This design comes from an exercise in tuning for small area, a short achievable clock period and few clock cycles per item on the open sky130 flow, not from production work. RTL that was checked went through simulation tests only; none was proved equivalent to the original. Power and IR drop assume default switching activity.

// pp_reduction_sequencer
module pp_reduction_sequencer #(
    parameter int WIDTH  = 128,
    parameter int MAX_PP = 16,
    parameter int CNT_W  = 5
) (
    input  logic             clk,
    input  logic             rst,
    input  logic             start,
    input  logic [CNT_W-1:0] pp_count,
    output logic             busy,
    output logic             err,
    input  logic             in_valid,
    output logic             in_ready,
    input  logic [WIDTH-1:0] in_pp0,
    input  logic [WIDTH-1:0] in_pp1,
    output logic             out_valid,
    input  logic             out_ready,
    output logic [WIDTH-1:0] out_result
);
Size in the first run: ~1700 cells after synthesis, ~150 flip-flops, about 400 I/O pins.
==> flow/config.mk <==
export PLATFORM = sky130hd
export DESIGN_NAME = pp_reduction_sequencer
export DESIGN_NICKNAME = pp_reduction_sequencer
export VERILOG_FILES = /design/flow/design.v
export SDC_FILE = /design/flow/constraint.sdc
export NUM_CORES = 4
export LEC_CHECK = 0
export CAP_MARGIN = 20
export CORE_MARGIN = 2
export CORE_UTILIZATION = 40
export SLEW_MARGIN = 20
==> flow/constraint.sdc <==
create_clock -name core_clock -period 4.0 [get_ports {clk}]
set_input_delay 0.8000 -clock core_clock [delete_from_list [all_inputs] [get_ports {clk}]]
set_output_delay 0.8000 -clock core_clock [all_outputs]
set_load 0.01 [all_outputs]
standard.sh (not shown) runs the stock make flow with config.mk's settings and CLKGATE_MAP_FILE= SYNTH_SCRIPT=/design/flow/synth_recipe.tcl, a recipe that flattens the netlist after the stock synthesis.
==> flow/flow/run.sh <==
#!/bin/bash
# Standard ORFS layout, except that the port buffers are plain buf_1 cells
# (resizing may still upsize them) instead of the default delay buffers, and
# that after global routing the resizer downsizes cells on paths with slack.
set -euo pipefail
bash standard.sh BUFFER_PORTS_ARGS="-buffer_cell sky130_fd_sc_hd__buf_1" RECOVER_POWER=100 finish > make_finish.log 2>&1
The first run reached the layout checks and failed them: capacitance limit, slew limit.
Testbench counts at the start, summed over its fixed seeds: cycles 8,944, items 2,000.
Change:
==> flow/flow/run.sh (replaced) <==
#!/bin/bash
# Standard ORFS layout, except that the port buffers are plain buf_1 cells
# (resizing may still upsize them) instead of the default delay buffers.
set -euo pipefail
bash standard.sh BUFFER_PORTS_ARGS="-buffer_cell sky130_fd_sc_hd__buf_1" finish > make_finish.log 2>&1
--- a/flow/config.mk
+++ b/flow/config.mk
@@ -10 +10 @@
-export CORE_UTILIZATION = 40
+export CORE_UTILIZATION = 60
Effect: The new run finished with timing, DRC and antenna clean. Final cell count came out lower by 6.2%. Core utilization came out higher by 24 points. Via count came out higher by 0.75%. Worst setup slack degrades by 14 ps. Total power came out lower by 1.1%. Die area came out lower by 33%. Flip-flop and latch count is unchanged. Register-to-register slack is about the same. Synthesized cell count is unchanged. Combinational power came out higher by about 1%.
Change:
--- a/flow/config.mk
+++ b/flow/config.mk
@@ -8 +8 @@
-export CAP_MARGIN = 20
+export CAP_MARGIN = 0
@@ -10,2 +10,2 @@
-export CORE_UTILIZATION = 60
-export SLEW_MARGIN = 20
+export CORE_UTILIZATION = 40
+export SLEW_MARGIN = 0
=> The new run went through all stages and came out clean; setup slack improves by 11 ps; utilization falls by 24 points; wire length came out higher by 3.1%; non-clock buffer count climbs by 10; global-route usage drops by 8.6 points; via count went down by 0.74%; clock power is higher by about 9%; hold slack gets better by 4.0 ps; total power increases by 1.3%; design area went up by 1.7%; fmax is about the same.
Change:
--- a/flow/config.mk
+++ b/flow/config.mk
@@ -8 +8 @@
-export CAP_MARGIN = 0
+export CAP_MARGIN = 20
@@ -11 +11,2 @@
-export SLEW_MARGIN = 0
+export SLEW_MARGIN = 20
+export SYNTH_HIERARCHICAL = 1
After rerunning:
- The new run finished but failed the layout checks on setup timing
- final area is higher by about 34%
- power is higher by 35%
- via count is higher by about 40%

---

Another version of the RTL of pp_reduction_sequencer (not shown whole).
Size in the first run: ~160 flip-flops, ~400 I/O pins, roughly 19000 µm² of cells after synthesis.
Design pp_reduction_sequencer, start of the top module:
module pp_reduction_sequencer #(
    parameter int WIDTH  = 128,
    parameter int MAX_PP = 16,
    parameter int CNT_W  = 5
) (
    input  logic             clk,
    input  logic             rst,
    input  logic             start,
    input  logic [CNT_W-1:0] pp_count,
    output logic             busy,
    output logic             err,
    input  logic             in_valid,
    output logic             in_ready,
    input  logic [WIDTH-1:0] in_pp0,
    input  logic [WIDTH-1:0] in_pp1,
    output logic             out_valid,
    input  logic             out_ready,
    output logic [WIDTH-1:0] out_result
);
clock: 4.0 ns
lec_check: 0
cap_margin: 20
core_margin: 2
core_utilization: 40
slew_margin: 20
==> flow/flow/run.sh <==
#!/bin/bash
# Standard ORFS layout, except that the port buffers are plain buf_1 cells
# (resizing may still upsize them) instead of the default delay buffers.
set -euo pipefail
bash standard.sh BUFFER_PORTS_ARGS="-buffer_cell sky130_fd_sc_hd__buf_1" finish > make_finish.log 2>&1
Edit:
--- a/flow/config.mk
+++ b/flow/config.mk
@@ -9,3 +9,4 @@
 export CORE_MARGIN = 2
-export CORE_UTILIZATION = 40
+export CORE_UTILIZATION = 55
+export PLACE_DENSITY = 0.75
 export SLEW_MARGIN = 20
Power stays flat.
Die area drops by a quarter to a third.
Clock power shrinks by a few percent.
Cell count came out lower by a few percent.
Utilization went up by 17 points.
No run of this note included a check of the RTL's function; only the layout flow was run.

[what the ideal ports hide]
Ports are ideal in the flow. The routed layouts listed here were re-timed in OpenROAD. Step 1 assumes that a clkbuf_16 drives the clock port and a buf_2 every other input. Step 2 times the ports against the registers' clock, not the clock port: input delays grow and output delays shrink by t, the midpoint of the rising clock arrivals with the driver on. Three values: ideal ports, drivers, drivers and shift; two values: the first two.
run	shift t [ns]	slack for setup (ns)	worst hold slack (ns)	worst setup path at the end	clock arrival spread, ns
the first run of note 1	0.498	0.057 / 0.006 / -0.142	0.493 / 0.493 / 0.493	input to register	0.010 / 0.009
the second run of note 1	0.479	0.043 / -0.008 / -0.088	0.488 / 0.488 / 0.488	input to register	0.015 / 0.015
the third run of note 1	0.498	0.054 / 0.003 / -0.142	0.492 / 0.492 / 0.492	input to register	0.008 / 0.009
the fourth run of note 1	0.534	-0.504 / -0.562 / -0.049	0.497 / 0.497 / 0.497	input to register	0.009 / 0.010
the first run of note 2	0.491	0.128 / 0.078 / 0.111	0.525 / 0.525 / 0.525	input to register	0.014 / 0.015
the second run of note 2	0.482	0.098 / 0.048 / 0.107	0.504 / 0.504 / 0.504	input to register	0.019 / 0.018
For the first run of note 1, which loses most, drivers alone change the setup slack by -0.051 ns; drivers and shift together by -0.199 ns.
